Background: an optimization exercise with open tools, aiming at small area, a short achievable clock period and few clock cycles per item. Do not read the settings as production practice.
The RTL was checked by simulation tests, not by an equivalence proof against the original design.
The flow treats the clock pin as an ideal source, which a real chip does not have.
Power and IR drop assume default switching activity.

<file path="flow/config.mk">
export PLATFORM = sky130hd
export DESIGN_NAME = app_shell_top
export DESIGN_NICKNAME = app_shell_top
export VERILOG_FILES = /design/flow/design.v
export SDC_FILE = /design/flow/constraint.sdc
export NUM_CORES = 4
export LEC_CHECK = 0
export CAP_MARGIN = 20
export CORE_MARGIN = 2
export CORE_UTILIZATION = 40
export CTS_BUF_LIST = sky130_fd_sc_hd__clkbuf_16
export CTS_CLUSTER_DIAMETER = 60
export CTS_CLUSTER_SIZE = 24
export SETUP_SLACK_MARGIN = 1.9
export SLEW_MARGIN = 20
export SYNTH_HIERARCHICAL = 1
</file>
<file path="flow/constraint.sdc">
create_clock -name core_clock -period 4.0 [get_ports {global_clk}]
set_input_delay 0.8000 -clock core_clock [delete_from_list [all_inputs] [get_ports {global_clk}]]
set_output_delay 0.8000 -clock core_clock [all_outputs]
set_load 0.01 [all_outputs]
</file>
<file path="flow/design.v">
package softreg_pkg;
	localparam int SR_ADDR_W = 32;
	localparam int SR_DATA_W = 32;
	localparam int SR_REQ_W = 1 + 1 + SR_ADDR_W + SR_DATA_W;
	localparam int NUM_APPS     = 4;
	localparam int REGS_PER_APP = 4;
	localparam int APP_SEL_LSB  = 4;
	localparam int APP_SEL_W    = $clog2(NUM_APPS);
	localparam int REG_IDX_LSB  = 2;
	localparam int REG_IDX_W    = $clog2(REGS_PER_APP);
	localparam int REQ_PIPE_STAGES  = 2;
	localparam int RESP_PIPE_STAGES = 2;
	localparam logic [1:0] AXI_RESP_OKAY = 2'b00;
	typedef enum logic {
		SR_OP_WRITE,
		SR_OP_READ
	} sr_op_t;
	typedef enum logic [2:0] {
		ST_IDLE,
		ST_ISSUE_WR,
		ST_WR_RESP,
		ST_ISSUE_RD,
		ST_WAIT_RD,
		ST_RD_RESP
	} bridge_state_t;
	typedef struct packed {
		logic                 valid;
		logic [SR_DATA_W-1:0] data;
	} sr_resp_t;
endpackage
`timescale 1ns/1ns
module stage_pipe #(
	parameter int WIDTH  = 1,
	parameter int STAGES = 2
) (
	input  logic             global_clk,
	input  logic             global_rst_n,
	input  logic [WIDTH-1:0] in_bus,
	output logic [WIDTH-1:0] out_bus
);
	logic [WIDTH-1:0] stage_q [STAGES];
	always_ff @(posedge global_clk) begin
		if (global_rst_n) begin
			for (int i = 0; i < STAGES; i++) begin
				stage_q[i] <= '0;
			end
		end else begin
			stage_q[0] <= in_bus;
			for (int i = 1; i < STAGES; i++) begin
				stage_q[i] <= stage_q[i-1];
			end
		end
	end
	assign out_bus = stage_q[STAGES-1];
endmodule
`timescale 1ns/1ns
import softreg_pkg::*;
module scratch_app #(
	parameter int APP_ID = 0
) (
	input  logic                                global_clk,
	input  logic                                global_rst_n,
	input  logic                                req_valid,
	input  softreg_pkg::sr_op_t                 req_op,
	input  logic [softreg_pkg::SR_ADDR_W-1:0]   req_addr,
	input  logic [softreg_pkg::SR_DATA_W-1:0]   req_data,
	output softreg_pkg::sr_resp_t               resp
);
	logic [SR_DATA_W-1:0] regs_q [REGS_PER_APP];
	logic [APP_SEL_W-1:0] app_sel;
	logic [REG_IDX_W-1:0] reg_idx;
	logic                 hit;
	assign app_sel = req_addr[APP_SEL_LSB +: APP_SEL_W];
	assign reg_idx = req_addr[REG_IDX_LSB +: REG_IDX_W];
	assign hit     = req_valid && (app_sel == APP_SEL_W'(APP_ID));
	always_ff @(posedge global_clk) begin
		if (global_rst_n) begin
			for (int i = 0; i < REGS_PER_APP; i++) begin
				regs_q[i] <= '0;
			end
			resp <= '0;
		end else begin
			if (hit && req_op == SR_OP_WRITE) begin
				regs_q[reg_idx] <= req_data;
			end
			if (hit && req_op == SR_OP_READ) begin
				resp.valid <= 1'b1;
				resp.data  <= regs_q[reg_idx];
			end else begin
				resp <= '0;
			end
		end
	end
endmodule
`timescale 1ns/1ns
module sr_aoi222 (
	input  logic a1,
	input  logic a2,
	input  logic b1,
	input  logic b2,
	input  logic c1,
	input  logic c2,
	output logic y
);
	assign y = !((a1 && a2) || (b1 && b2) || (c1 && c2));
endmodule
module sr_nand2 (
	input  logic a,
	input  logic b,
	output logic y
);
	assign y = !(a && b);
endmodule
module sr_nand3 (
	input  logic a,
	input  logic b,
	input  logic c,
	output logic y
);
	assign y = !(a && b && c);
endmodule
module sr_or2 (
	input  logic a,
	input  logic b,
	output logic y
);
	assign y = a || b;
endmodule
module resp_or_tree (
	input  logic [15:0] d,
	input  logic [15:0] sel,
	output logic        y
);
	logic [5:0] term_n;
	logic [1:0] half;
	for (genvar i = 0; i < 5; i++) begin : g_tri
		sr_aoi222 u_aoi (
			.a1 (d[3*i]),
			.a2 (sel[3*i]),
			.b1 (d[3*i+1]),
			.b2 (sel[3*i+1]),
			.c1 (d[3*i+2]),
			.c2 (sel[3*i+2]),
			.y  (term_n[i])
		);
	end
	sr_nand2 u_last (
		.a (d[15]),
		.b (sel[15]),
		.y (term_n[5])
	);
	for (genvar i = 0; i < 2; i++) begin : g_half
		sr_nand3 u_nand (
			.a (term_n[3*i]),
			.b (term_n[3*i+1]),
			.c (term_n[3*i+2]),
			.y (half[i])
		);
	end
	sr_or2 u_or (
		.a (half[0]),
		.b (half[1]),
		.y (y)
	);
endmodule
`timescale 1ns/1ns
import softreg_pkg::*;
module axil_softreg_bridge (
	input  logic                              global_clk,
	input  logic                              global_rst_n,
	input  logic                              awvalid,
	input  logic [softreg_pkg::SR_ADDR_W-1:0] awaddr,
	output logic                              awready,
	input  logic                              wvalid,
	input  logic [softreg_pkg::SR_DATA_W-1:0] wdata,
	output logic                              wready,
	output logic                              bvalid,
	output logic [1:0]                        bresp,
	input  logic                              bready,
	input  logic                              arvalid,
	input  logic [softreg_pkg::SR_ADDR_W-1:0] araddr,
	output logic                              arready,
	output logic                              rvalid,
	output logic [softreg_pkg::SR_DATA_W-1:0] rdata,
	output logic [1:0]                        rresp,
	input  logic                              rready,
	output logic                              req_valid,
	output softreg_pkg::sr_op_t               req_op,
	output logic [softreg_pkg::SR_ADDR_W-1:0] req_addr,
	output logic [softreg_pkg::SR_DATA_W-1:0] req_data,
	input  softreg_pkg::sr_resp_t             resp
);
	softreg_pkg::bridge_state_t        state;
	softreg_pkg::bridge_state_t        state_nxt;
	logic                 wr_pending;
	logic                 wr_accept;
	logic                 rd_accept;
	logic [SR_ADDR_W-1:0] addr_q;
	logic [SR_DATA_W-1:0] data_q;
	logic [SR_DATA_W-1:0] rdata_q;
	assign wr_pending = awvalid && wvalid;
	assign awready = (state == ST_IDLE);
	assign wready  = (state == ST_IDLE);
	assign arready = (state == ST_IDLE) && !wr_pending;
	assign wr_accept = awready && wr_pending;
	assign rd_accept = arready && arvalid;
	assign bvalid = (state == ST_WR_RESP);
	assign bresp  = AXI_RESP_OKAY;
	assign rvalid = (state == ST_RD_RESP);
	assign rresp  = AXI_RESP_OKAY;
	assign rdata  = rdata_q;
	assign req_valid = (state == ST_ISSUE_WR) || (state == ST_ISSUE_RD);
	assign req_op    = (state == ST_ISSUE_RD) ? SR_OP_READ : SR_OP_WRITE;
	assign req_addr  = addr_q;
	assign req_data  = data_q;
	always_comb begin
		state_nxt = state;
		case (state)
			ST_IDLE: begin
				if (wr_accept) begin
					state_nxt = ST_ISSUE_WR;
				end else if (rd_accept) begin
					state_nxt = ST_ISSUE_RD;
				end
			end
			ST_ISSUE_WR: state_nxt = ST_WR_RESP;
			ST_WR_RESP: begin
				if (bready) begin
					state_nxt = ST_IDLE;
				end
			end
			ST_ISSUE_RD: state_nxt = ST_WAIT_RD;
			ST_WAIT_RD: begin
				if (resp.valid) begin
					state_nxt = ST_RD_RESP;
				end
			end
			ST_RD_RESP: begin
				if (rready) begin
					state_nxt = ST_IDLE;
				end
			end
			default: state_nxt = ST_IDLE;
		endcase
	end
	always_ff @(posedge global_clk) begin
		if (global_rst_n) begin
			state   <= ST_IDLE;
			rdata_q <= '0;
		end else begin
			state <= state_nxt;
			if (state == ST_WAIT_RD && resp.valid) begin
				rdata_q <= resp.data;
			end
		end
	end
	always_ff @(posedge global_clk) begin
		if (wr_accept) begin
			addr_q <= awaddr;
			data_q <= wdata;
		end else if (rd_accept) begin
			addr_q <= araddr;
		end
	end
endmodule
`timescale 1ns/1ns
import softreg_pkg::*;
module app_shell_top (
	input  logic                                global_clk,
	input  logic                                global_rst_n,
	input  logic                                awvalid,
	input  logic [softreg_pkg::SR_ADDR_W-1:0]   awaddr,
	output logic                                awready,
	input  logic                                wvalid,
	input  logic [softreg_pkg::SR_DATA_W-1:0]   wdata,
	input  logic [softreg_pkg::SR_DATA_W/8-1:0] wstrb,
	output logic                                wready,
	output logic                                bvalid,
	output logic [1:0]                          bresp,
	input  logic                                bready,
	input  logic                                arvalid,
	input  logic [softreg_pkg::SR_ADDR_W-1:0]   araddr,
	output logic                                arready,
	output logic                                rvalid,
	output logic [softreg_pkg::SR_DATA_W-1:0]   rdata,
	output logic [1:0]                          rresp,
	input  logic                                rready
);
	localparam int NREGS = NUM_APPS * REGS_PER_APP;
	localparam int IDX_W = APP_SEL_W + REG_IDX_W;
	logic                 rst;
	logic                 ready_q;
	logic                 wr_acc;
	logic                 rd_acc;
	logic [IDX_W-1:0]     wr_idx;
	logic [SR_DATA_W-1:0] regs_q [NREGS];
	logic [SR_DATA_W-1:0] wr_data;
	logic [NREGS-1:0]     wr_en;
	logic                 b1_q;
	logic                 b2_q;
	logic                 b1_nxt;
	logic                 b2_nxt;
	logic                 rvalid_q;
	logic [SR_DATA_W-1:0] rdata_q;
	logic                 sk_v_q;
	logic [IDX_W-1:0]     sk_idx_q;
	logic                 sk_v_nxt;
	logic                 r_free;
	logic                 r_load;
	logic [IDX_W-1:0]     ar_idx;
	logic [NREGS-1:0]     rd_sel;
	logic [SR_DATA_W-1:0] rd_mux;
	assign rst = global_rst_n;
	assign awready = ready_q;
	assign wready  = ready_q;
	assign arready = ready_q;
	assign bvalid  = b1_q;
	assign bresp   = AXI_RESP_OKAY;
	assign rvalid  = rvalid_q;
	assign rdata   = rdata_q;
	assign rresp   = AXI_RESP_OKAY;
	assign wr_acc = ready_q && awvalid && wvalid;
	assign rd_acc = ready_q && arvalid;
	assign wr_idx = awaddr[REG_IDX_LSB +: IDX_W];
	assign wr_data = rst ? '0 : wdata;
	always_comb begin
		for (int i = 0; i < NREGS; i++) begin
			wr_en[i] = rst || (wr_acc && wr_idx == IDX_W'(i));
		end
	end
	always_ff @(posedge global_clk) begin
		for (int i = 0; i < NREGS; i++) begin
			if (wr_en[i]) begin
				regs_q[i] <= wr_data;
			end
		end
	end
	assign b1_nxt = wr_acc || b2_q || (b1_q && !bready);
	assign b2_nxt = (b2_q || (b1_q && wr_acc)) && !bready;
	assign r_free   = !rvalid_q || rready;
	assign ar_idx   = araddr[REG_IDX_LSB +: IDX_W];
	assign r_load   = (sk_v_q || rd_acc) && r_free;
	assign sk_v_nxt = (sk_v_q || rd_acc) && !r_free;
	always_comb begin
		for (int i = 0; i < NREGS; i++) begin
			rd_sel[i] = (sk_v_q && sk_idx_q == IDX_W'(i))
				|| (ready_q && ar_idx == IDX_W'(i));
		end
	end
	for (genvar b = 0; b < SR_DATA_W; b++) begin : g_rd_bit
		logic [NREGS-1:0] col;
		for (genvar i = 0; i < NREGS; i++) begin : g_col
			assign col[i] = regs_q[i][b];
		end
		resp_or_tree u_merge (
			.d   (col),
			.sel (rd_sel),
			.y   (rd_mux[b])
		);
	end
	always_ff @(posedge global_clk) begin
		if (r_free) begin
			rdata_q <= rd_mux;
		end
		if (!sk_v_q) begin
			sk_idx_q <= ar_idx;
		end
	end
	always_ff @(posedge global_clk) begin
		if (rst) begin
			ready_q  <= 1'b1;
			b1_q     <= 1'b0;
			b2_q     <= 1'b0;
			rvalid_q <= 1'b0;
			sk_v_q   <= 1'b0;
		end else begin
			ready_q  <= !sk_v_nxt && !b2_nxt;
			b1_q     <= b1_nxt;
			b2_q     <= b2_nxt;
			rvalid_q <= r_load || (rvalid_q && !rready);
			sk_v_q   <= sk_v_nxt;
		end
	end
endmodule
</file>
<file path="flow/flow/run.sh">
#!/bin/bash
# Standard ORFS layout, with two knobs changed: port buffers are buf_4
# rather than the platform's pick, and timing repair may resize a cell to
# any footprint. The full make output goes to standard_flow.log here; each
# ORFS step also keeps its own log under orfs/logs/.
set -euo pipefail
bash standard.sh MATCH_CELL_FOOTPRINT=0 \
	"BUFFER_PORTS_ARGS=-buffer_cell sky130_fd_sc_hd__buf_4" \
	finish > standard_flow.log 2>&1
</file>
<file path="flow/standard.sh">
#!/bin/bash
# synth_recipe.tcl (not shown) runs the flow's synth.tcl, then flattens the netlist and writes it again
# the make line also repeats each setting of config.mk as NAME=value (left out here)
make -C /OpenROAD-flow-scripts/flow DESIGN_CONFIG=/design/flow/config.mk WORK_HOME=/design/flow/orfs CLKGATE_MAP_FILE= SYNTH_SCRIPT=/design/flow/synth_recipe.tcl "${@:-finish}"
</file>
==> impl_results.md, run 1 <==
* CP arrival at 2.59 ns
* Netlist cell types at 31
* Floorplan core area at 48600 um2
* Synth top area cells: edfxtp_1, a222oi_1, nand3_1, nor2b_1, or2_1
* Status: timing/DRC/antenna clean
* Final setup viols at 0
* Worst skew pair latency at 0.58 ns
* DR vias at 10600
* Num CTS Buffers at 36
* GP Congestion at 0.715
* Min Hold Slack at 0.448 ns
* CTS hold repair buffers at 0
* Die area at 50700 um2
* Post-DP HPWL at 25700 um
* Initial DRC Count at 1585
* RR Startpoint: sk_idx_q[2]
* Mapped Avg Cell Area at 20.5 um2
* Final antenna-violating net count at 0
* TritonCTS clock tree: done
* Vias in the first global route at 10500
* Final Max Slew Viols at 0
* Reg2reg end: rdata_q[11]
* Most frequent cells in the layout: edfxtp_1, a222oi_1, buf_4, nand3_1, clkbuf_16
* Die Y-Extent at 225 um
* Power density over cell area at 502 nW/um2
* WS Path Type: flip-flop to flip-flop
* Min Tclk post-route at 2.16 ns
* Reg-to-reg slack, setup at 1.84 ns
* Leakage at 8.23 nW
* Clock transition at path regs at 0.09 ns
* Global-route wire length before repair at 69900 um
* ANT cells at 0
* Fmax at 462 MHz
* Worst vdd ir at 0.275 mV
* Total power draw at 0.0117 W
* DRC Markers at 0
* Post-Layout Inst Area at 23400 um2
* Layout cells sized above 1 at 23.2%
* Least-Margin Pin Slew at 1.10 ns
* Psw at 0.00264 W
* Mapped Cells at 957
* Switching share of power at 22.5%
* Final nets at 1249
* Max-cap check violation count at 0
* Total congestion overflow at 0
* IO buf count at 83
* Commonest non-fill, non-tap cell in the layout: edfxtp_1
* Flop pwr share at 58.6%
* Top cell type's share of synthesized area at 84.1%
* Relative slew margins at 26.4%
* RSZ-0062 raised after global routing: yes
* Die W at 225 um
* Crit share post-route at 54.1%
* H-tree levels at 2
* Final hold violation count at 0
* P_int at 0.00910 W
* Post-DP Area at 21500 um2
* Initial core utilization at 40.2%
* Part of the power in combinational logic at 6.7%
* DRT Pass-1 Iters at 9
* Vias per inst at 5.94
* Min-Delay Path Depth at 1
* Fin worst setup slack at 1.84 ns
* Root Buffer: clkbuf_16
* Worst Path Required at 4.42 ns
* Startpoint types: flip-flop
* Critical Path Sink Type: flip-flop
* Hold_sp: araddr[2]
* Setup TNS Final at 0 ns
* Warnings, synthesis at 8
* Antenna violations before repair at 0
* Area growth syn-to-layout at 19.6%
* Cell taking the most area after synthesis: edfxtp_1
* Hold Crit Class: input port to flip-flop
* WL per Instance at 27.5 um
* Pre-CTS setup slack at 1.10 ns
* Reg2reg path depth at 8
* Clock sink count at 553
* Seq/Total Area, Yosys at 84.6%
* Largest net degree at the start of global routing at 53
* Row count at 81
* Syn Std Cell Area at 19600 um2
* #FFs+latches synth at 553
* GRT Util Overall at 19.2%
* IO Count at 148
* Hold EP: sk_idx_q[0]
* Power share of the clock group at 34.7%
* Clock Skews at 0.0281 ns
* CTS max path bufs at 3
* Final wirelength at 49200 um
* Worst Path Max Fanout at 6
how the worst max path moves through the flow:
stage / startpoint / endpoint / cells after the start
floorplan: araddr[3] / rdata_q[0] / 5
finish: sk_idx_q[2] / rdata_q[11] / 8
detailed placement: araddr[4] / rdata_q[26] / 7
CTS: sk_idx_q[3] / rdata_q[16] / 6
global route: sk_idx_q[0] / rdata_q[25] / 7
global placement: araddr[3] / rdata_q[20] / 7
area by class of cell:
type / count / area [um2]
tap: 622 / 778
sequential: 553 / 16600
timing repair buffer: 158 / 1540
multi-input combinational: 391 / 3250
clock inverter: 23 / 329
clock buffer: 38 / 951
inverter: 2 / 7.51
fill: 4023 / 25200
cells by family (layout without fill, tap and decap cells):
kind of cell | after synthesis | in the layout | share of synthesized area (%)
flops | 553 | 553 | 84.6
compound gates | 197 | 197 | 9.65
simple gates | 190 | 190 | 5.22
buf+inv | 16 | 221 | 0.550
other cells | 1 | 4 | 0.0192
sequential cells by signal, indices dropped and copies added, names as in the netlist:
| signal | cells |
|---|---|
| rvalid_q | 1 |
| sk_idx_q | 4 |
| b1_q | 1 |
| sk_v_q | 1 |
| regs_q | 512 |
| rdata_q | 32 |
| ready_q | 1 |
| b2_q | 1 |
power groups by stage:
stage                     Clock [W]  Sequential (W)  Combinational, W
after floorplan                   0         0.00703          0.000321
after global placement            0         0.00701          0.000721
after detailed placement          0         0.00702          0.000731
after CTS                   0.00415         0.00689          0.000785
after global routing        0.00434         0.00692          0.000841
final                       0.00408         0.00689          0.000786
worst max-delay path, stage by stage, from the launching register on:
cell and delay [ns]:
edfxtp_1 0.44, buf_4 0.16, or2_4 0.29, buf_6 0.13, o22ai_4 0.40, clkbuf_16 0.26
a222oi_1 0.07, nand3_1 0.12, or2_4 0.14
repair_timing:
action / in CTS / in global routing
buffers inserted: 19 / 2
pin swaps: 39 / 42
resized for setup: 60 / 8
endpoints found under the setup margin: 422 / 32
gates cloned: 6 / 3
hold endpoints to repair: 0 / 0
cell usage after synthesis:
cell,instances
and3_1,1
buf_4,6
nand2b_1,5
or2_2,3
o32a_1,1
buf_12,1
nand2_1,34
nor3_1,1
nand3b_1,4
conb_1,1
or3b_1,2
a21oi_1,2
a41o_2,5
nor2_1,3
a222oi_1,160
clkbuf_1,5
o31a_1,1
or2_1,32
o22ai_1,16
o21ai_0,1
buf_2,1
buf_6,1
dfxtp_1,5
nand3_1,67
a31o_1,9
inv_1,2
nand4_1,1
a41o_1,1
nor2b_1,37
a41oi_1,1
edfxtp_1,548
per-layer routing:
metal | track usage (%) | wire length [um] | up-vias
met4 | 6.32 | 1450 | 0
met2 | 33.0 | 24400 | 493
met1 | 24.9 | 19400 | 5422
met3 | 3.18 | 3980 | 78
met5 | 0 | 0 | -
li1 | - | - | 4617
metrics by stage:
step,utilization [%],instances
3_3_place_gp,44.2,1696
5_1_grt,48.1,1787
6_report,48.1,1787
2_1_floorplan,-,960
4_1_cts,47.9,1782
3_5_place_dp,44.2,1696
Yosys stat by module (local to each module, per instance), excerpt:
module         times used  flops+latches
sr_nand2               32              0
app_shell_top           1            553
sr_aoi222             160              0
sr_or2                 32              0
sr_nand3               64              0
Testbench counts, summed over its fixed seeds: cycles 4,808, txns 4,800.
==> run 2: changes to the inputs <==
==> flow/flow/run.sh (replaced) <==
#!/bin/bash
# Standard ORFS layout, with these knobs changed: port buffers are buf_4
# rather than the platform's pick; timing repair may resize a cell to any
# footprint; clock tree synthesis may use clkbuf_8 as well as clkbuf_16 and
# adds no dummy loads. The full make output goes to standard_flow.log here;
# each ORFS step also keeps its own log under orfs/logs/.
set -euo pipefail
bash standard.sh MATCH_CELL_FOOTPRINT=0 \
	"BUFFER_PORTS_ARGS=-buffer_cell sky130_fd_sc_hd__buf_4" \
	"CTS_ARGS=-sink_clustering_enable -repair_clock_nets -sink_clustering_size 24 -sink_clustering_max_diameter 60 -buf_list {sky130_fd_sc_hd__clkbuf_8 sky130_fd_sc_hd__clkbuf_16} -dont_use_dummy_load" \
	finish > standard_flow.log 2>&1
--- a/flow/config.mk
+++ b/flow/config.mk
@@ -13,3 +13,3 @@
 export CTS_CLUSTER_SIZE = 24
-export SETUP_SLACK_MARGIN = 1.9
+export SETUP_SLACK_MARGIN = 2.0
 export SLEW_MARGIN = 20
==> run 2 against run 1 <==
Routed wire length increased by 9.8%; worst setup slack worse by 0.017 ns; clock skew up 0.011 ns; register-to-register slack hardly changed; first-iteration DRC count grew 0.25%; sequential share of layout area increased by 1.1 points; final cell count down 2.5%; global-route usage up 0.31 points.
==> impl_results.md, run 2 <==
* Most frequent cells in the layout: edfxtp_1, a222oi_1, buf_4, nand3_1, clkbuf_16
* Post-Synth XOR/XNOR Area at 0%
* Crit share post-route at 54.5%
* Synth Area in Adders at 0%
* #FFs+latches synth at 553
* Largest net degree at the start of global routing at 54
* Clock transition at path regs at 0.07 ns
* Final nets at 1230
* Vias in the first global route at 10600
* Post-DP Area at 21400 um2
* Compound-gate portion of the synthesized area at 9.65%
* TritonCTS clock tree: done
* Floorplan core area at 48600 um2
* Clock Skews at 0.0390 ns
* Hold Crit Class: input port to flip-flop
* Relative slew margins at 28.8%
* Final hold violation count at 0
* Max-cap check violation count at 0
* Layout cells sized above 1 at 20.6%
* Final wirelength at 54000 um
* Seq/Total Area, Yosys at 84.6%
* Cell taking the most area after synthesis: edfxtp_1
* Psw at 0.00239 W
* Ys flop type: edfxtp_1
* CP max stage delay at 0.68 ns
* Root Buffer: clkbuf_16
* Slowest-stage cell, CP: nor2b_2
* Vias per inst at 6.29
* Leakage at 7.95 nW
* Clock sink count at 553
* Largest Register: regs_q
* Largest family of logic cells by synthesized area: compound AO/OA/AOI/OAI gates
* Area growth syn-to-layout at 17.7%
* Ys async rst share at 0%
* Die Y-Extent at 225 um
* Area share of and/or/nand/nor cells after synthesis at 5.22%
* Status: timing/DRC/antenna clean
* Largest registers: regs_q (512), rdata_q (32), sk_idx_q (4)
* Commonest cells post-synth: edfxtp_1, a222oi_1, nand3_1, nor2b_1, nand2_1
* IO buf count at 83
* Total congestion overflow at 0
* Synth top area cells: edfxtp_1, a222oi_1, nand3_1, nor2b_1, or2_1
* Warnings, synthesis at 8
* DR vias at 11000
* Final setup viols at 0
* Power share of the clock group at 29.9%
* Startpoint types: input port
* IO Count at 148
* Post-DP HPWL at 23700 um
* Mapped Cells at 957
* Post-Layout Inst Area at 23000 um2
* Final Max Slew Viols at 0
* CTS max path bufs at 3
* Cell breakdown of the critical path: buf_4 > nor2b_2 > a41o_4
* Initial DRC Count at 1589
* CP arrival at 2.36 ns
* Worst Path Max Fanout at 16
* Initial core utilization at 40.2%
* Min Hold Slack at 0.501 ns
* Global-route wire length before repair at 70900 um
* Least-Margin Pin Slew at 1.07 ns
* Fraction of synthesized area in multiplexers at 0%
* Critical Path Sink Type: flip-flop
* Die W at 225 um
* Antenna violations before repair at 0
* Fmax at 459 MHz
* WS Path Type: input port to flip-flop
* Switching share of power at 21.7%
* Worst vdd ir at 0.244 mV
* Flop pwr share at 62.6%
* Commonest non-fill, non-tap cell in the layout: edfxtp_1
* ANT cells at 0
* Top cell type's share of synthesized area at 84.1%
* Setup TNS Final at 0 ns
* Syn Std Cell Area at 19600 um2
* CTS hold repair buffers at 0
* Min Tclk post-route at 2.18 ns
* Final antenna-violating net count at 0
* Part of the power in combinational logic at 7.6%
* Die area at 50700 um2
* GP Congestion at 0.686
* RSZ-0062 raised after global routing: yes
* Worst Path Required at 4.18 ns
* Num CTS Buffers at 35
* Max reg flops at 512
* DRT Pass-1 Iters at 11
* Worst skew pair latency at 0.55 ns
* H-tree levels at 2
* DRC Markers at 0
* Count leader, synth: edfxtp_1
* Mapped Avg Cell Area at 20.5 um2
* Number of synthesized flops with an enable pin at 548
* P_int at 0.00862 W
* WL per Instance at 31.0 um
* GRT Util Overall at 19.5%
* Row count at 81
* Netlist cell types at 31
* Power density over cell area at 478 nW/um2
-- run 2: cell type report --
type / instances / area [um2]
Inverter: 2 / 7.51
Sequential cell: 553 / 16600
Clock buffer: 35 / 876
Multi-Input combinational cell: 408 / 3700
Timing Repair Buffer: 123 / 1130
Fill cell: 4061 / 25600
Tap cell: 622 / 778
-- run 2: repair_timing --
action,4_1_cts,5_1_grt
setup endpoints to repair,563,496
cloned,3,14
gates resized for setup,60,28
setup buffers,21,0
pin swaps,24,33
-- run 2: critical path, delay by kind of cell --
kind / cells / cell delay, ns
and+or+nand+nor: 1 / 0.68
buffers and inverters: 1 / 0.22
AOI/OAI and AO/OA: 1 / 0.65
-- run 2: final timing paths --
path	from	end	slack, ns	cells after the start
min reg2reg	b2_q	b1_q	0.51	1
max reg2reg	sk_idx_q[1]	rdata_q[12]	1.85	6
max	awaddr[3]	regs_q[14][10]	1.82	3
min	araddr[4]	sk_idx_q[2]	0.50	1
-- run 2: modules after synthesis (local to each module, per instance), excerpt --
module         cells  flip-flops and latches  times used  cell area [um2]
app_shell_top    669                     553           1            17300
sr_aoi222          1                       0         160             10.0
sr_or2             1                       0          32             6.26
sr_nand3           1                       0          64             5.00
sr_nand2           1                       0          32             3.75
-- run 2: cell families after synthesis --
logic type,after synthesis
flip-flops,553
AO/OA/AOI/OAI,197
AND/OR/NAND/NOR,190
buffers and inverters,16
other,1
-- run 2: power by group through the flow --
| stage | sequential (W) | combinational, W | clock, W |
|---|---|---|---|
| 6_report | 0.00689 | 0.000832 | 0.00329 |
| 3_3_place_gp | 0.00701 | 0.000716 | 0 |
| 3_5_place_dp | 0.00702 | 0.000726 | 0 |
| 2_1_floorplan | 0.00702 | 0.000341 | 0 |
| 5_1_grt | 0.00693 | 0.000880 | 0.00353 |
| 4_1_cts | 0.00690 | 0.000773 | 0.00334 |
-- run 2: through the flow --
step	util, %	setup slack, ns	power [W]	cells
final	47.4	1.82	0.0110	1743
after global routing	47.4	1.75	0.0113	1743
after CTS	46.7	1.87	0.0110	1729
after detailed placement	44.0	0.870	0.00775	1670
after global placement	44.0	0.876	0.00772	1670
after floorplan	-	1.71	0.00737	960
-- run 2: layer usage --
| layer | up-vias | global-route usage [%] | routed length, um |
|---|---|---|---|
| met5 | - | 0 | 0 |
| met4 | 0 | 6.32 | 1940 |
| met3 | 97 | 2.66 | 4680 |
| met2 | 565 | 33.5 | 26700 |
| met1 | 5675 | 25.9 | 20700 |
| li1 | 4618 | - | - |
==> run 3: changes to the inputs <==
--- a/flow/config.mk
+++ b/flow/config.mk
@@ -13,3 +13,3 @@
 export CTS_CLUSTER_SIZE = 24
-export SETUP_SLACK_MARGIN = 2.0
+export SETUP_SLACK_MARGIN = 1.9
 export SLEW_MARGIN = 20
==> run 3 against run 2 <==
Maximum frequency down 0.49%; critical path depth up 4; design area down 0.51%; largest power group unchanged; combinational power down 7.0%; largest cell class unchanged; sequential power about the same; non-clock buffer count up 26; core utilization down 0.24 points; die area unchanged; hold slack worse by 0.018 ns; critical endpoint is now rdata_q[10]; highest routed layer unchanged.
==> impl_results.md, run 3 <==
* Status: timing/DRC/antenna clean
* Crit share post-route at 54.8%
* Total power draw at 0.0110 W
* Reg-to-reg slack, setup at 1.81 ns
* Reg2reg end: rdata_q[10]
* Synth Area in Adders at 0%
* Flop pwr share at 62.7%
* P_int at 0.00867 W
* Num CTS Buffers at 36
* CP max stage delay at 0.48 ns
* Number of synthesized flops with an enable pin at 548
* Hold_sp: araddr[5]
* Final antenna-violating net count at 0
* Mapped Cells at 957
* Most frequent cells in the layout: edfxtp_1, a222oi_1, buf_4, nand3_1, clkbuf_16
* Seq/Total Area, Yosys at 84.6%
* Die W at 225 um
* Psw at 0.00232 W
* Count leader, synth: edfxtp_1
* Row count at 81
* Worst vdd ir at 0.273 mV
* Final Max Slew Viols at 0
* Fin worst setup slack at 1.81 ns
* Worst path buffer plus inverter count at 2
* Power density over cell area at 479 nW/um2
* CP arrival at 2.46 ns
* Area growth syn-to-layout at 17.1%
* Worst Path Max Fanout at 16
* ANT cells at 0
* Setup TNS Final at 0 ns
* DRC Markers at 0
* Post-Synth XOR/XNOR Area at 0%
* WS Path Type: flip-flop to flip-flop
* Total congestion overflow at 0
* IO buf count at 83
* Die area at 50700 um2
* Largest net degree at the start of global routing at 53
* Vias in the first global route at 10400
* Vias per inst at 5.96
* Max reg flops at 512
* Cell taking the most area after synthesis: edfxtp_1
* Worst skew pair latency at 0.57 ns
* Final nets at 1240
* Commonest cells post-synth: edfxtp_1, a222oi_1, nand3_1, nor2b_1, nand2_1
* Layout cells sized above 1 at 21.0%
* Initial DRC Count at 1545
* Critical Path Sink Type: flip-flop
* Warnings, synthesis at 8
* Final hold violation count at 0
* Cell family with most CP delay: compound AO/OA/AOI/OAI gates
* Die Y-Extent at 225 um
* Clock Skews at 0.0475 ns
* Antenna violations before repair at 0
* Top cell type's share of synthesized area at 84.1%
* Hold Crit Class: input port to flip-flop
* Synth top area cells: edfxtp_1, a222oi_1, nand3_1, nor2b_1, or2_1
* #FFs+latches synth at 553
* Compound-gate portion of the synthesized area at 9.65%
* Part of the power in combinational logic at 7.0%
* Min Tclk post-route at 2.19 ns
* Post-DP HPWL at 25700 um
* DRT Pass-1 Iters at 9
* Hold EP: sk_idx_q[3]
* Clock sink count at 553
* RSZ-0062 raised after global routing: yes
* Pre-CTS setup slack at 1.10 ns
* CTS hold repair buffers at 0
* Syn Std Cell Area at 19600 um2
* Switching share of power at 21.1%
* Largest family of logic cells by synthesized area: compound AO/OA/AOI/OAI gates
* Min-Delay Path Depth at 1
* Largest Register: regs_q
* H-tree levels at 2
* IO Count at 148
* Worst Path Required at 4.27 ns
* Relative slew margins at 28.8%
* Floorplan core area at 48600 um2
* Root Buffer: clkbuf_16
* Max-cap check violation count at 0
* GP Congestion at 0.715
* Reg2reg path depth at 7
* GRT Util Overall at 18.7%
* CTS max path bufs at 3
* Ys async rst share at 0%
* Fill cell count at 4074
* Mapped Avg Cell Area at 20.5 um2
* Global-route wire length before repair at 68500 um
* Startpoint types: flip-flop
* Area share of and/or/nand/nor cells after synthesis at 5.22%
* Slowest-stage cell, CP: edfxtp_1
* Largest registers: regs_q (512), rdata_q (32), sk_idx_q (4)
* TritonCTS clock tree: done
* Layout Cells excl Fill at 1753
* Least-Margin Pin Slew at 1.07 ns
* Commonest non-fill, non-tap cell in the layout: edfxtp_1
* Clock transition at path regs at 0.06 ns
* Placed Cells incl. Taps at 1696
* WL per Instance at 27.4 um
* Leakage at 7.99 nW
* Power share of the clock group at 30.2%
* Fraction of synthesized area in multiplexers at 0%
* RR Startpoint: sk_idx_q[3]
* Final setup viols at 0
* Fmax at 457 MHz
* Netlist cell types at 31
* Cell breakdown of the critical path: buf_6 > nand2b_4 > o22ai_4 > clkbuf_16 > a222oi_1 > nand3_1 > or2_1
* Ys flop type: edfxtp_1
* DR vias at 10400
* Initial core utilization at 40.2%
* Final wirelength at 48000 um
## run 3: cell counts after synthesis
Identical to the previous run, type by type.
## run 3: final cells by class
class,instances,area (um2),share of cell area (%)
flip-flops and latches,553,16600,72.2
repair buffers,149,1410,6.13
clock buffers,36,901,3.93
inverters,2,7.51,0.0327
well taps,622,778,3.39
multi-input cells,391,3280,14.3
## run 3: timing repair
item | CTS | global route
setup endpoints to repair | 410 | 51
gates resized for setup | 53 | 12
pin swaps | 42 | 33
cloned | 2 | 2
buffers inserted | 16 | 1
## run 3: power by group through the flow
stage	Combinational, W	Sequential (W)	Clock, W
after floorplan	0.000321	0.00703	0
after global placement	0.000721	0.00701	0
after detailed placement	0.000731	0.00702	0
after CTS	0.000774	0.00689	0.00338
after global routing	0.000830	0.00692	0.00356
final	0.000774	0.00689	0.00332
## run 3: kinds of logic (layout without fill, tap and decap cells)
kind of cell / count (synthesis) / in the layout
flops: 553 / 553
compound gates: 197 / 197
simple gates: 190 / 190
other cells: 1 / 4
buf+inv: 16 / 187
## run 3: per-stage QoR
stage | utilization [%] | hold WS, ns | cell area (um2)
2_1_floorplan | - | 0.453 | 19700
3_3_place_gp | 44.2 | 0.466 | 21500
3_5_place_dp | 44.2 | 0.475 | 21500
4_1_cts | 46.9 | 0.452 | 22800
5_1_grt | 47.1 | 0.467 | 22900
6_report | 47.1 | 0.483 | 22900
## run 3: worst max path at each step
| stage | from | slack [ns] | cells after the start | to |
|---|---|---|---|---|
| floorplan | araddr[3] | 1.66 | 5 | rdata_q[0] |
| global placement | araddr[3] | 1.12 | 7 | rdata_q[20] |
| detailed placement | araddr[4] | 1.10 | 7 | rdata_q[26] |
| CTS | sk_idx_q[3] | 1.83 | 7 | rdata_q[26] |
| global route | sk_idx_q[3] | 1.73 | 7 | rdata_q[21] |
| finish | sk_idx_q[3] | 1.81 | 7 | rdata_q[10] |
## run 3: metal layers
layer,part of all wire [%],global-route usage [%]
met1,40,24.4
met5,0,0
met4,2.1,5.51
met2,50,32.6
met3,7.1,2.87
## run 3: Yosys stat by module, one instance, submodules excluded, excerpt
module         flops+latches  area, um2  times used
sr_aoi222                  0       10.0         160
sr_or2                     0       6.26          32
app_shell_top            553      17300           1
sr_nand2                   0       3.75          32
sr_nand3                   0       5.00          64
==> run 4: changes to the inputs <==
--- a/flow/design.v
+++ b/flow/design.v
@@ -106,8 +106,10 @@
 endmodule
-module sr_nand2 (
-	input  logic a,
-	input  logic b,
+module sr_aoi22 (
+	input  logic a1,
+	input  logic a2,
+	input  logic b1,
+	input  logic b2,
 	output logic y
 );
-	assign y = !(a && b);
+	assign y = !((a1 && a2) || (b1 && b2));
 endmodule
@@ -129,4 +131,4 @@
 module resp_or_tree (
-	input  logic [15:0] d,
-	input  logic [15:0] sel,
+	input  logic [16:0] d,
+	input  logic [16:0] sel,
 	output logic        y
@@ -146,6 +148,8 @@
 	end
-	sr_nand2 u_last (
-		.a (d[15]),
-		.b (sel[15]),
-		.y (term_n[5])
+	sr_aoi22 u_last (
+		.a1 (d[15]),
+		.a2 (sel[15]),
+		.b1 (d[16]),
+		.b2 (sel[16]),
+		.y  (term_n[5])
 	);
@@ -345,4 +349,4 @@
 		for (int i = 0; i < NREGS; i++) begin
-			rd_sel[i] = (sk_v_q && sk_idx_q == IDX_W'(i))
-				|| (ready_q && ar_idx == IDX_W'(i));
+			rd_sel[i] = r_free && ((sk_v_q && sk_idx_q == IDX_W'(i))
+				|| (ready_q && ar_idx == IDX_W'(i)));
 		end
@@ -350,3 +354,3 @@
 	for (genvar b = 0; b < SR_DATA_W; b++) begin : g_rd_bit
-		logic [NREGS-1:0] col;
+		logic [NREGS:0] col;
 		for (genvar i = 0; i < NREGS; i++) begin : g_col
@@ -354,5 +358,6 @@
 		end
+		assign col[NREGS] = rdata_q[b];
 		resp_or_tree u_merge (
 			.d   (col),
-			.sel (rd_sel),
+			.sel ({!r_free, rd_sel}),
 			.y   (rd_mux[b])
@@ -361,5 +366,3 @@
 	always_ff @(posedge global_clk) begin
-		if (r_free) begin
-			rdata_q <= rd_mux;
-		end
+		rdata_q <= rd_mux;
 		if (!sk_v_q) begin
==> run 4 against run 3 <==
Register-to-register slack is essentially flat; hold slack lost 0.036 ns; synthesized area grew 1.5%; critical path type unchanged; sequential share of layout area shrank 0.69 points; clock power shrank 8.1%; core utilization shrank 0.75 points; still clean on timing, DRC and antenna; total power shrank 2.8%; combinational power shrank 0.9%; clock-buffer cell count shrank 5; critical path depth shrank 3; flip-flop and latch count is the same.
==> impl_results.md, run 4 <==
* Clock transition at path regs at 0.07 ns
* IO buf count at 83
* Cell taking the most area after synthesis: edfxtp_1
* Vias in the first global route at 10500
* Die W at 227 um
* Max reg flops at 512
* WS Path Type: flip-flop to flip-flop
* Seq/Total Area, Yosys at 81.7%
* Area growth syn-to-layout at 14.3%
* Ys flop type: edfxtp_1
* CP startpoint: ready_q
* Antenna violations before repair at 0
* Initial core utilization at 40.6%
* Initial DRC Count at 1371
* Warnings, synthesis at 8
* RR Startpoint: ready_q
* Row count at 81
* FF/Latch Area at 16200 um2
* DRC Markers at 0
* Worst Path Max Fanout at 16
* Commonest cells post-synth: edfxtp_1, a222oi_1, nand3_1, buf_4, nor2b_1
* Mapped Cells at 1011
* Crit share post-route at 54.6%
* Setup TNS Final at 0 ns
* Reg2reg path depth at 4
* GRT Util Overall at 18.3%
* Max-cap check violation count at 0
* H-tree levels at 1
* IO Count at 148
* Die area at 51500 um2
* Commonest non-fill, non-tap cell in the layout: edfxtp_1
* RSZ-0062 raised after global routing: yes
* Top cell type's share of synthesized area at 78.0%
* Largest registers: regs_q (512), rdata_q (32), sk_idx_q (4)
* Status: timing/DRC/antenna clean
* Most frequent cells in the layout: edfxtp_1, a222oi_1, buf_4, nand3_1, a22oi_2
* Vias per inst at 5.81
* Syn Std Cell Area at 19900 um2
* Leakage at 7.83 nW
* Count leader, synth: edfxtp_1
* Total congestion overflow at 0
* DRT Pass-1 Iters at 8
* Clock Skews at 0.0647 ns
* Hold Crit Class: input port to flip-flop
* Worst skew pair latency at 0.61 ns
* Largest Register: regs_q
* CP arrival at 2.44 ns
* Final Max Slew Viols at 0
* Worst Path Required at 4.25 ns
* Placed Cells incl. Taps at 1754
* Final wirelength at 47800 um
* Fmax at 458 MHz
* Final nets at 1249
* GP Congestion at 0.727
* #FFs+latches synth at 553
* Worst vdd ir at 0.292 mV
* Root Buffer: clkbuf_16
* Area of the multi-input gates at 3680 um2
* Final setup viols at 0
* Setup crit end: regs_q[6][1]
* WL per Instance at 26.5 um
* Total power draw at 0.0107 W
* Startpoint types: flip-flop
* Clock sink count at 553
* Fill cell count at 4099
* Global-route wire length before repair at 68400 um
* Relative slew margins at 27.7%
* Power density over cell area at 470 nW/um2
* Mapped Avg Cell Area at 19.6 um2
* Post-DP HPWL at 24800 um
* Layout cells sized above 1 at 22.7%
* Reg-to-reg slack, setup at 1.82 ns
* ANT cells at 0
* Least-Margin Pin Slew at 1.08 ns
* Netlist cell types at 36
* CTS hold repair buffers at 0
* Final hold violation count at 0
* DR vias at 10500
* Floorplan core area at 49000 um2
* Critical Path Sink Type: flip-flop
* Layout Cells excl Fill at 1804
* Min Tclk post-route at 2.18 ns
* Final antenna-violating net count at 0
* Ys async rst share at 0%
* Reg2reg end: regs_q[6][1]
* Num CTS Buffers at 31
* TritonCTS clock tree: done
* Synth top area cells: edfxtp_1, a222oi_1, dfxtp_1, a22oi_2, nand3_1
* Number of synthesized flops with an enable pin at 516
* Die Y-Extent at 227 um
* CTS max path bufs at 3
* Largest net degree at the start of global routing at 54
run 4: changes by cell type after synthesis, moves of 11 or more:
cell,delta
a22oi_2,+32
buf_4,+32
dfxtp_1,+32
edfxtp_1,-32
nand2_1,-31
nor2_1,+11
o22ai_1,-16
run 4: cell type report:
cell class,instances,share of cell area (%)
inverters,3,0.0661
clock buffers,31,3.42
flip-flops and latches,553,71.5
well taps,664,3.66
repair buffers,137,5.14
multi-input cells,416,16.2
run 4: worst min path at each step:
stage	from	to	cells after the start
2_1_floorplan	b2_q	b1_q	2
3_3_place_gp	b2_q	b1_q	2
3_5_place_dp	rvalid_q	sk_v_q	2
4_1_cts	araddr[3]	sk_idx_q[1]	1
5_1_grt	araddr[3]	sk_idx_q[1]	1
6_report	araddr[3]	sk_idx_q[1]	1
run 4: Yosys stat by module, one instance, submodules excluded, a selection:
module / cell area [um2] / times used
app_shell_top: 17300 / 1
sr_aoi22: 12.5 / 32
sr_aoi222: 10.0 / 160
sr_nand3: 5.00 / 64
sr_or2: 6.26 / 32
run 4: logic make-up after synthesis:
family | synth area share [%]
DFF | 81.7
AOI/OAI and AO/OA | 11.4
and+or+nand+nor | 5.24
other | 0.0189
buffers and inverters | 1.61
run 4: stage by stage:
stage	instance area, um2	worst slack, ns	util (%)	hold WS (ns)
6_report	22700	1.82	46.4	0.446
5_1_grt	22700	1.79	46.4	0.434
4_1_cts	22600	1.89	46.2	0.427
3_5_place_dp	21600	0.923	44.1	0.521
3_3_place_gp	21600	0.944	44.1	0.510
2_1_floorplan	20100	1.67	-	0.490
run 4: timing repair:
item / CTS / global route
buffers inserted: 15 / 2
gates resized for setup: 29 / 18
pin swaps: 8 / 29
endpoints found under the setup margin: 324 / 112
hold endpoints to repair: 0 / 0
gates cloned: 1 / 1
run 4: where the power goes:
part	switching, W	total [W]	internal [W]	leakage (nW)
registers	0.000131	0.00686	0.00673	5.64
clock network	0.00168	0.00305	0.00137	0.382
logic	0.000493	0.000767	0.000274	1.81
total	0.00230	0.0107	0.00837	7.83
run 4: critical path: stages (launching register included):
cell,delay (ns)
dfxtp_2,0.44
nand3_2,0.16
nor3b_4,0.48
a21o_2,0.40
buf_4,0.37
run 4: layer usage:
metal  vias up  wire [um]  GRT usage [%]
li1       4634          -              -
met2       398      24200           32.0
met4         0       1280           5.56
met3        62       3520           2.36
met5         -          0              0
met1      5395      18800           23.8
Testbench counts of run 4, summed over its fixed seeds: cycles 4,808, txns 4,800.
==> run 5: changes to the inputs <==
==> flow/flow/run.sh (replaced) <==
#!/bin/bash
# Standard ORFS layout, with these knobs changed: port buffers are buf_4
# rather than the platform's pick; timing repair may resize a cell to any
# footprint; clock tree synthesis adds no dummy loads; after clock tree
# synthesis, flow/post_cts.tcl runs more setup repair in steps. The full
# make output goes to standard_flow.log here; each ORFS step also keeps its
# own log under orfs/logs/.
set -euo pipefail
bash standard.sh MATCH_CELL_FOOTPRINT=0 \
	"BUFFER_PORTS_ARGS=-buffer_cell sky130_fd_sc_hd__buf_4" \
	"CTS_ARGS=-sink_clustering_enable -repair_clock_nets -sink_clustering_size 24 -sink_clustering_max_diameter 60 -buf_list {sky130_fd_sc_hd__clkbuf_8 sky130_fd_sc_hd__clkbuf_16} -dont_use_dummy_load" \
	"POST_CTS_TCL=$PWD/flow/post_cts.tcl" \
	finish > standard_flow.log 2>&1
==> flow/flow/post_cts.tcl (new file) <==
# Extra setup repair after clock tree synthesis. The resizer works on the
# worst endpoint first and stops when it cannot improve it, which leaves
# the other endpoints short of the target; raising the margin in steps
# brings every endpoint up to each level before the next.
foreach margin {1.2 1.5 1.7 1.8 1.85 1.9 1.95 2.0 2.05 2.1} {
  repair_timing -setup -setup_margin $margin -repair_tns 100
}
detailed_placement
check_placement -verbose
estimate_parasitics -placement
report_worst_slack -max
--- a/flow/config.mk
+++ b/flow/config.mk
@@ -13,3 +13,3 @@
 export CTS_CLUSTER_SIZE = 24
-export SETUP_SLACK_MARGIN = 1.9
+export SETUP_SLACK_MARGIN = 2.0
 export SLEW_MARGIN = 20
==> run 5 against run 4 <==
Still clean on timing, DRC and antenna; flip-flop and latch count unchanged; final cell count is 0.50% higher; clock power increased by 5%; register-to-register slack better by 0.11 ns; global-route usage increased by 1.2 points; sequential share of layout area down 1.3 points; core utilization increased by 0.85 points; first-iteration DRC count rose by 3.4%; worst setup slack improved by 0.10 ns; hold slack better by 0.019 ns; critical path type is now input port to flip-flop; largest cell class unchanged; largest power group unchanged; highest routed layer unchanged.
==> impl_results.md, run 5 <==
* Status: timing/DRC/antenna clean
* Area of the multi-input gates at 3770 um2
* Syn Std Cell Area at 19900 um2
* DRT Pass-1 Iters at 8
* Worst skew pair latency at 0.55 ns
* CP Depth at 8
* GRT Util Overall at 19.5%
* Largest registers: regs_q (512), rdata_q (32), sk_idx_q (4)
* Mapped Avg Cell Area at 19.6 um2
* Total power draw at 0.0109 W
* Leakage at 7.99 nW
* Cell family with most CP delay: simple AND/OR/NAND/NOR gates
* GP Congestion at 0.738
* Die area at 51500 um2
* Initial DRC Count at 1417
* FF/Latch Area at 16200 um2
* Final hold violation count at 0
* Hold Crit Class: input port to flip-flop
* Power density over cell area at 470 nW/um2
* Commonest cells post-synth: edfxtp_1, a222oi_1, nand3_1, buf_4, nor2b_1
* Worst vdd ir at 0.209 mV
* Total congestion overflow at 0
* Final wirelength at 49900 um
* RSZ-0062 raised after global routing: yes
* IO Count at 148
* Most frequent cells in the layout: edfxtp_1, a222oi_1, buf_4, nand3_1, a22oi_2
* Initial core utilization at 40.6%
* TritonCTS clock tree: done
* Placed Cells incl. Taps at 1746
* Cell taking the most area after synthesis: edfxtp_1
* IO buf count at 83
* Least-Margin Pin Slew at 1.07 ns
* Floorplan core area at 49000 um2
* Max-cap check violation count at 0
* Clock transition at path regs at 0.09 ns
* CP arrival at 2.51 ns
* Post-DP HPWL at 24100 um
* Slowest-stage cell, CP: a222oi_1
* #FFs+latches synth at 553
* Top cell type's share of synthesized area at 78.0%
* Commonest non-fill, non-tap cell in the layout: edfxtp_1
* Cell breakdown of the critical path: buf_4 > nor2b_1 > a22oi_2 > nor2_4 > buf_12 > a222oi_1 > nand3_1 > or2_1
* Largest net degree at the start of global routing at 56
* DR vias at 10700
* Crit share post-route at 52.0%
* Critical Path Sink Type: flip-flop
* Worst Path Required at 4.43 ns
* Max reg flops at 512
* Largest Register: regs_q
* Global-route wire length before repair at 72200 um
* Row count at 81
* Fin worst setup slack at 1.92 ns
* Min Tclk post-route at 2.08 ns
* Layout cells sized above 1 at 23.9%
* Synth top area cells: edfxtp_1, a222oi_1, dfxtp_1, a22oi_2, nand3_1
* Die Y-Extent at 227 um
* Reg2reg path depth at 7
* WS Path Type: input port to flip-flop
* Min Hold Slack at 0.465 ns
* Final antenna-violating net count at 0
* Seq/Total Area, Yosys at 81.7%
* Final Max Slew Viols at 0
* Die W at 227 um
* Layout Cells excl Fill at 1813
* Number of synthesized flops with an enable pin at 516
* Setup TNS Final at 0 ns
* ANT cells at 0
* CP max stage delay at 0.39 ns
* Clock Skews at 0.0481 ns
* Netlist cell types at 36
* Min-Delay Path Depth at 2
* Pre-CTS setup slack at 1.01 ns
* Worst path buffer plus inverter count at 2
* Fill cell count at 4110
* DRC Markers at 0
* Clock sink count at 553
* Area growth syn-to-layout at 16.4%
* Vias per inst at 5.89
* Vias in the first global route at 11000
* Worst Path Max Fanout at 8
* Final setup viols at 0
* Final nets at 1258
* Fmax at 480 MHz
* Relative slew margins at 28.2%
* Mapped Cells at 1011
* Count leader, synth: edfxtp_1
* WL per Instance at 27.5 um
* Ys flop type: edfxtp_1
* Startpoint types: input port
* Ys async rst share at 0%
* Warnings, synthesis at 8
* Antenna violations before repair at 0
-- run 5: cell type report --
| type | count | share of cell area [%] |
|---|---|---|
| inverter | 3 | 0.0649 |
| sequential | 553 | 70.3 |
| tap | 664 | 3.59 |
| clock buffer | 34 | 3.68 |
| timing repair buffer | 141 | 6.07 |
| multi-input combinational | 418 | 16.3 |
-- run 5: metrics by stage --
| step | cell area (um2) | util [%] |
|---|---|---|
| after floorplan | 20100 | - |
| after global placement | 21600 | 44.0 |
| after detailed placement | 21600 | 44.0 |
| after global routing | 23100 | 47.2 |
| final | 23100 | 47.2 |
-- run 5: logic make-up after synthesis --
| group | count (synthesis) | share of synthesized area (%) |
|---|---|---|
| AOI/OAI and AO/OA | 229 | 11.4 |
| buffers and inverters | 47 | 1.61 |
| DFF | 553 | 81.7 |
| other | 1 | 0.0189 |
| and+or+nand+nor | 181 | 5.24 |
-- run 5: Yosys stat by module (local to each module, per instance), a selection --
module	times used	flops+latches	cell area (um2)	cells
app_shell_top	1	553	17300	723
sr_aoi22	32	0	12.5	1
sr_aoi222	160	0	10.0	1
sr_or2	32	0	6.26	1
sr_nand3	64	0	5.00	1
-- run 5: metal layers --
metal | global-route usage (%) | vias to the layer above | wire length, um
li1 | - | 4670 | -
met2 | 36.0 | 388 | 26100
met3 | 2.77 | 63 | 2910
met4 | 5.05 | 0 | 1070
met1 | 24.0 | 5565 | 19800
met5 | 0 | - | 0
-- run 5: power by group --
group          total [W]  switching, W  internal (W)
clock            0.00320       0.00169       0.00152
sequential       0.00687      0.000131       0.00673
combinational   0.000806      0.000511      0.000295
-- run 5: final timing paths --
| check | slack [ns] | from | to |
|---|---|---|---|
| setup reg to reg | 1.93 | sk_idx_q[0] | rdata_q[7] |
| hold / removal | 0.47 | bready | b2_q |
| hold reg to reg | 0.52 | rvalid_q | sk_v_q |
| setup / recovery | 1.92 | araddr[4] | rdata_q[7] |
==> run 6: changes to the inputs <==
--- a/flow/flow/post_cts.tcl
+++ b/flow/flow/post_cts.tcl
@@ -4,3 +4,3 @@
 # brings every endpoint up to each level before the next.
-foreach margin {1.2 1.5 1.7 1.8 1.85 1.9 1.95 2.0 2.05 2.1} {
+foreach margin {1.2 1.5 1.7 1.8 1.9 2.0} {
   repair_timing -setup -setup_margin $margin -repair_tns 100
--- a/flow/config.mk
+++ b/flow/config.mk
@@ -13,3 +13,3 @@
 export CTS_CLUSTER_SIZE = 24
-export SETUP_SLACK_MARGIN = 2.0
+export SETUP_SLACK_MARGIN = 1.9
 export SLEW_MARGIN = 20
==> run 6 against run 5 <==
Clock power shrank 5%; maximum frequency shrank 1.9%; synthesized cell count is the same; largest cell class unchanged; critical path depth shrank 1; clock-buffer cell count shrank 3; critical path type is now flip-flop to flip-flop; worst setup slack lost 0.041 ns; global-route usage shrank 1.2 points.
==> impl_results.md, run 6 <==
* Row count at 81
* GRT Util Overall at 18.3%
* Max-cap check violation count at 0
* Status: timing/DRC/antenna clean
* Synth Area in Adders at 0%
* Ys flop type: edfxtp_1
* Cell taking the most area after synthesis: edfxtp_1
* Largest registers: regs_q (512), rdata_q (32), sk_idx_q (4)
* Fmax at 471 MHz
* Critical Path Sink Type: flip-flop
* Antenna violations before repair at 0
* Power density over cell area at 469 nW/um2
* Clock sink count at 553
* Ys async rst share at 0%
* Final setup viols at 0
* Fraction of synthesized area in multiplexers at 0%
* Die area at 51500 um2
* ANT cells at 0
* Final wirelength at 48200 um
* Clock Skews at 0.0680 ns
* GP Congestion at 0.727
* DRT Pass-1 Iters at 9
* Vias per inst at 5.86
* Initial core utilization at 40.6%
* RSZ-0062 raised after global routing: yes
* Crit share post-route at 53.1%
* Final Max Slew Viols at 0
* Die W at 227 um
* Mapped Cells at 1011
* Warnings, synthesis at 8
* WL per Instance at 26.7 um
* Vias in the first global route at 10500
* IO buf count at 83
* Count leader, synth: edfxtp_1
* Number of synthesized flops with an enable pin at 516
* Netlist cell types at 36
* Largest family of logic cells by synthesized area: compound AO/OA/AOI/OAI gates
* Pre-CTS setup slack at 0.923 ns
* CP arrival at 2.60 ns
* Least-Margin Pin Slew at 1.05 ns
* Final hold violation count at 0
* Startpoint types: flip-flop
* Min Tclk post-route at 2.12 ns
* DR vias at 10600
* Seq/Total Area, Yosys at 81.7%
* Clock transition at path regs at 0.07 ns
* Final antenna-violating net count at 0
* Initial DRC Count at 1418
* Die Y-Extent at 227 um
* Setup TNS Final at 0 ns
* Worst vdd ir at 0.294 mV
* Worst skew pair latency at 0.61 ns
* Commonest non-fill, non-tap cell in the layout: edfxtp_1
* TritonCTS clock tree: done
* Fin worst setup slack at 1.88 ns
* Commonest cells post-synth: edfxtp_1, a222oi_1, nand3_1, buf_4, nor2b_1
* Top cell type's share of synthesized area at 78.0%
* Final nets at 1252
* Leakage at 7.87 nW
* #FFs+latches synth at 553
* Reg2reg path depth at 7
* DRC Markers at 0
* Area growth syn-to-layout at 14.7%
* Synth top area cells: edfxtp_1, a222oi_1, dfxtp_1, a22oi_2, nand3_1
* Largest Register: regs_q
* Most frequent cells in the layout: edfxtp_1, a222oi_1, buf_4, nand3_1, a22oi_2
* Post-DP HPWL at 24800 um
* Compound-gate portion of the synthesized area at 11.4%
* Final Util at 46.6%
* WS Path Type: flip-flop to flip-flop
* Mapped Avg Cell Area at 19.6 um2
* Worst Path Required at 4.47 ns
* Layout cells sized above 1 at 23.2%
* Max reg flops at 512
* Area share of and/or/nand/nor cells after synthesis at 5.24%
* Hold Crit Class: input port to flip-flop
* IO Count at 148
* Global-route wire length before repair at 68600 um
* Syn Std Cell Area at 19900 um2
* Min-Delay Path Depth at 1
* Worst Path Max Fanout at 8
* Relative slew margins at 30.1%
* Post-Synth XOR/XNOR Area at 0%
* Total congestion overflow at 0
* Floorplan core area at 49000 um2
* Largest net degree at the start of global routing at 54
## run 6: cell counts after synthesis
No cell type changed its count.
## run 6: layout make-up
type	instances	area (um2)
clock buffers	31	776
fillers	4095	26200
inverters	3	15.0
multi-input cells	415	3670
flip-flops and latches	553	16200
well taps	664	831
repair buffers	141	1260
## run 6: per-stage QoR
stage	total power, W	instance area [um2]	hold WS, ns	std cells
2_1_floorplan	0.00741	20100	0.490	1014
3_3_place_gp	0.00771	21600	0.510	1754
3_5_place_dp	0.00774	21600	0.521	1754
5_1_grt	0.0110	22800	0.434	1807
6_report	0.0107	22800	0.447	1807
## run 6: final timing paths
kind | startpoint | endpoint | slack (ns)
setup / recovery | sk_idx_q[0] | rdata_q[6] | 1.88
hold / removal | araddr[3] | sk_idx_q[1] | 0.45
setup reg to reg | sk_idx_q[0] | rdata_q[6] | 1.88
hold reg to reg | rvalid_q | sk_v_q | 0.49
## run 6: kinds of logic (layout without fill, tap and decap cells)
group	after synthesis	after routing
AOI/OAI and AO/OA	229	230
buffers and inverters	47	175
other	1	4
DFF	553	553
and+or+nand+nor	181	181
## run 6: per-layer routing
layer / up-vias / track usage [%] / part of all wire [%] / routed length, um
met5: - / 0 / 0 / 0
met4: 0 / 5.84 / 2.8 / 1370
met3: 68 / 2.45 / 7.7 / 3730
met2: 430 / 31.9 / 50 / 24100
met1: 5440 / 23.8 / 39 / 19000
li1: 4646 / - / - / -
## run 6: where the power goes
group,internal (W),switching (W)
clock network,0.00137,0.00168
logic,0.000278,0.000494
registers,0.00673,0.000131
total,0.00838,0.00231
## run 6: critical path, cell delays in order (launching register included)
cell	delay (ns)
edfxtp_1	0.46
and3b_2	0.28
a22oi_2	0.25
nor2_4	0.12
clkbuf_16	0.21
a222oi_1	0.34
nand3_1	0.11
or2_1	0.24
## run 6: Yosys stat by module (local to each module, per instance), a selection
module | times used | area [um2] | flip-flops and latches | cells inside
sr_aoi22 | 32 | 12.5 | 0 | 1
sr_or2 | 32 | 6.26 | 0 | 1
sr_nand3 | 64 | 5.00 | 0 | 1
app_shell_top | 1 | 17300 | 553 | 723
sr_aoi222 | 160 | 10.0 | 0 | 1
==> run 7: changes to the inputs <==
--- a/flow/flow/run.sh
+++ b/flow/flow/run.sh
@@ -1,3 +1,3 @@
 #!/bin/bash
-# Standard ORFS layout, with these knobs changed: port buffers are buf_4
+# Standard ORFS layout, with these knobs changed: port buffers are buf_2
 # rather than the platform's pick; timing repair may resize a cell to any
@@ -9,3 +9,3 @@
 bash standard.sh MATCH_CELL_FOOTPRINT=0 \
-	"BUFFER_PORTS_ARGS=-buffer_cell sky130_fd_sc_hd__buf_4" \
+	"BUFFER_PORTS_ARGS=-buffer_cell sky130_fd_sc_hd__buf_2" \
 	"CTS_ARGS=-sink_clustering_enable -repair_clock_nets -sink_clustering_size 24 -sink_clustering_max_diameter 60 -buf_list {sky130_fd_sc_hd__clkbuf_8 sky130_fd_sc_hd__clkbuf_16} -dont_use_dummy_load" \
--- a/flow/config.mk
+++ b/flow/config.mk
@@ -9,3 +9,3 @@
 export CORE_MARGIN = 2
-export CORE_UTILIZATION = 40
+export CORE_UTILIZATION = 60
 export CTS_BUF_LIST = sky130_fd_sc_hd__clkbuf_16
==> run 7 against run 6 <==
Core utilization is 23 points higher; sequential power hardly changed; largest cell class unchanged; clock-buffer cell count is 5 higher; non-clock buffer count is 13 higher.
==> impl_results.md, run 7 <==
* Fill cell count at 2167
* IO Count at 148
* Hold EP: b2_q
* Least-Margin Pin Slew at 1.04 ns
* CP max stage delay at 0.76 ns
* GP Congestion at 0.759
* Antenna violations before repair at 0
* Die area at 34600 um2
* Hold_sp: bready
* Count leader, synth: edfxtp_1
* Largest net degree at the start of global routing at 37
* Switching share of power at 21.1%
* Min-Delay Path Depth at 2
* FF/Latch Area at 16200 um2
* Clock transition at path regs at 0.06 ns
* Worst Path Required at 4.11 ns
* Min Hold Slack at 0.501 ns
* Vias per inst at 6.76
* Power density over cell area at 479 nW/um2
* Most frequent cells in the layout: edfxtp_1, a222oi_1, buf_2, nand3_1, a22oi_2
* Max-cap check violation count at 0
* DRC Markers at 0
* Final wirelength at 48100 um
* Leakage at 8.00 nW
* Clock Skews at 0.0409 ns
* Vias in the first global route at 10400
* TritonCTS clock tree: done
* Power share of the clock group at 30.0%
* Floorplan core area at 32500 um2
* Warnings, synthesis at 8
* Final antenna-violating net count at 0
* Reg2reg path depth at 3
* Final setup viols at 0
* WL per Instance at 30.0 um
* Cell taking the most area after synthesis: edfxtp_1
* Syn Std Cell Area at 19900 um2
* Relative slew margins at 30.8%
* Area growth syn-to-layout at 14.6%
* RSZ-0062 raised after global routing: yes
* Clock sink count at 553
* Post-DP HPWL at 23400 um
* Flop pwr share at 63.0%
* Fmax at 473 MHz
* Pre-CTS setup slack at 0.915 ns
* Final nets at 1269
* Area of the multi-input gates at 3710 um2
* Total congestion overflow at 0
* Seq/Total Area, Yosys at 81.7%
* Final hold violation count at 0
* CP arrival at 2.22 ns
* Cell family with most CP delay: compound AO/OA/AOI/OAI gates
* P_int at 0.00859 W
* Slowest-stage cell, CP: a31o_4
* Layout Cells excl Fill at 1602
* Post-DP Area at 21100 um2
* Largest Register: regs_q
* Mapped Avg Cell Area at 19.6 um2
* Worst vdd ir at 0.466 mV
* Layout cells sized above 1 at 25.4%
* Initial DRC Count at 1629
* Psw at 0.00230 W
* Worst skew pair latency at 0.52 ns
* Min Tclk post-route at 2.12 ns
* Top cell type's share of synthesized area at 78.0%
* Netlist cell types at 36
* Commonest cells post-synth: edfxtp_1, a222oi_1, nand3_1, buf_4, nor2b_1
* Reg2reg end: regs_q[14][7]
* Reg-to-reg slack, setup at 1.88 ns
* Mapped Cells at 1011
* Cell breakdown of the critical path: nand3_2 > nor3b_2 > a31o_4
* Part of the power in combinational logic at 7.0%
* Commonest non-fill, non-tap cell in the layout: edfxtp_1
* Initial core utilization at 61.0%
* Number of synthesized flops with an enable pin at 516
* GRT Util Overall at 28.2%
* Final Max Slew Viols at 0
* Setup TNS Final at 0 ns
* Synth top area cells: edfxtp_1, a222oi_1, dfxtp_1, a22oi_2, nand3_1
* Status: timing/DRC/antenna clean
* Max reg flops at 512
* Startpoint types: flip-flop
* Placed Cells incl. Taps at 1532
* Fin worst setup slack at 1.88 ns
* Worst Path Max Fanout at 32
* Die Y-Extent at 186 um
* Worst path buffer plus inverter count at 0
* DRT Pass-1 Iters at 7
* Ys flop type: edfxtp_1
* Ys async rst share at 0%
* Largest registers: regs_q (512), rdata_q (32), sk_idx_q (4)
* Global-route wire length before repair at 68700 um
* IO buf count at 83
* Row count at 66
* Die W at 186 um
* Crit share post-route at 52.9%
* Hold Crit Class: input port to flip-flop
* DR vias at 10800
* Critical Path Sink Type: flip-flop
* RR Startpoint: ready_q
* Post-Layout Inst Area at 22800 um2
* #FFs+latches synth at 553
* ANT cells at 0
* WS Path Type: flip-flop to flip-flop
[run 7: cell types whose count changed in the layout (fill, tap and decap cells not counted), sizes merged]
cell    delta
buf       +11
clkbuf     +7
o21bai     -1
[run 7: through the flow]
| step | total power (W) | util, % |
|---|---|---|
| finish | 0.0109 | 69.9 |
| global route | 0.0112 | 69.9 |
| detailed placement | 0.00769 | 65.0 |
| global placement | 0.00766 | 65.0 |
| floorplan | 0.00741 | - |
[run 7: power groups by stage]
stage,registers (W),clock network [W],logic (W)
finish,0.00686,0.00327,0.000762
global route,0.00689,0.00351,0.000819
detailed placement,0.00699,0,0.000695
global placement,0.00698,0,0.000685
floorplan,0.00696,0,0.000455
[run 7: worst reg2reg max path, stage by stage, from the launching register on]
cell	delay [ns]
dfxtp_2	0.43
nand3_2	0.14
nor3b_2	0.40
a31o_4	0.76
[run 7: layout make-up]
type                       instances  area share (%)
sequential                       553            71.4
multi-input combinational        414            16.3
inverter                           3          0.0660
clock buffer                      36            3.96
tap                              442            2.43
timing repair buffer             154            5.89
[run 7: layer usage]
metal / global-route usage [%] / vias to the layer above / part of all wire, % / routed length [um]
li1: - / 4689 / - / -
met1: 39.3 / 5551 / 39 / 18800
met2: 46.6 / 520 / 49 / 23500
met3: 4.97 / 71 / 9.5 / 4580
met4: 7.65 / 0 / 2.6 / 1240
met5: 0 / - / 0 / 0
[run 7: how the worst max path moves through the flow]
stage | depth (start not counted) | startpoint | endpoint
final | 3 | ready_q | regs_q[14][7]
after global routing | 3 | ready_q | regs_q[4][18]
after detailed placement | 9 | rready | rdata_q[13]
after global placement | 9 | rready | rdata_q[13]
after floorplan | 6 | rready | rdata_q[0]
[run 7: cells by family after synthesis]
kind of cell           share of synthesized area [%]
DFF                                             81.7
AOI/OAI and AO/OA                               11.4
buffers and inverters                           1.61
and+or+nand+nor                                 5.24
other                                         0.0189
[run 7: modules after synthesis, one instance, submodules excluded, a selection]
| module | cells | flops+latches | times used |
|---|---|---|---|
| sr_nand3 | 1 | 0 | 64 |
| sr_or2 | 1 | 0 | 32 |
| sr_aoi22 | 1 | 0 | 32 |
| app_shell_top | 723 | 553 | 1 |
| sr_aoi222 | 1 | 0 | 160 |

afterwards: timing with drivers on the ports:
Ports are ideal in the flow. The routed layouts listed here were re-timed in OpenROAD.
Step 1 sets driving cells, clkbuf_16 on the clock port and buf_2 on the other inputs (assumed; they add their load-dependent delay and slew).
Step 2 adds t to the input delays and takes it off the output delays; t is the mean of the earliest and latest rising clock arrival at the registers after step 1. Input paths then give back, and output paths get back, about the clock's delay inside the block.
a / b / c = ideal / step 1 / step 2; a / b = the first two.
run	t, ns	setup WS [ns]	worst hold slack (ns)	clock arrival spread, ns	worst slew at a driven data input, ns
run 1	0.613	1.837 / 1.837 / 1.315	0.448 / 0.421 / 0.507	0.035 / 0.035	0.05
run 2	0.580	1.820 / 1.828 / 1.248	0.501 / 0.475 / 0.514	0.046 / 0.046	0.04
run 3	0.599	1.810 / 1.810 / 1.329	0.483 / 0.454 / 0.498	0.067 / 0.067	0.04
run 4	0.633	1.816 / 1.816 / 1.341	0.446 / 0.419 / 0.495	0.069 / 0.069	0.05
run 5	0.582	1.918 / 1.934 / 1.361	0.465 / 0.433 / 0.522	0.049 / 0.048	0.07
run 6	0.634	1.877 / 1.877 / 1.347	0.447 / 0.419 / 0.492	0.070 / 0.070	0.05
run 7	0.557	1.885 / 1.885 / 1.379	0.501 / 0.474 / 0.527	0.048 / 0.048	0.03
After both steps every run listed still meets setup and hold. For run 2, which loses most, drivers alone change the setup slack by +0.008 ns; drivers and shift together by -0.572 ns.
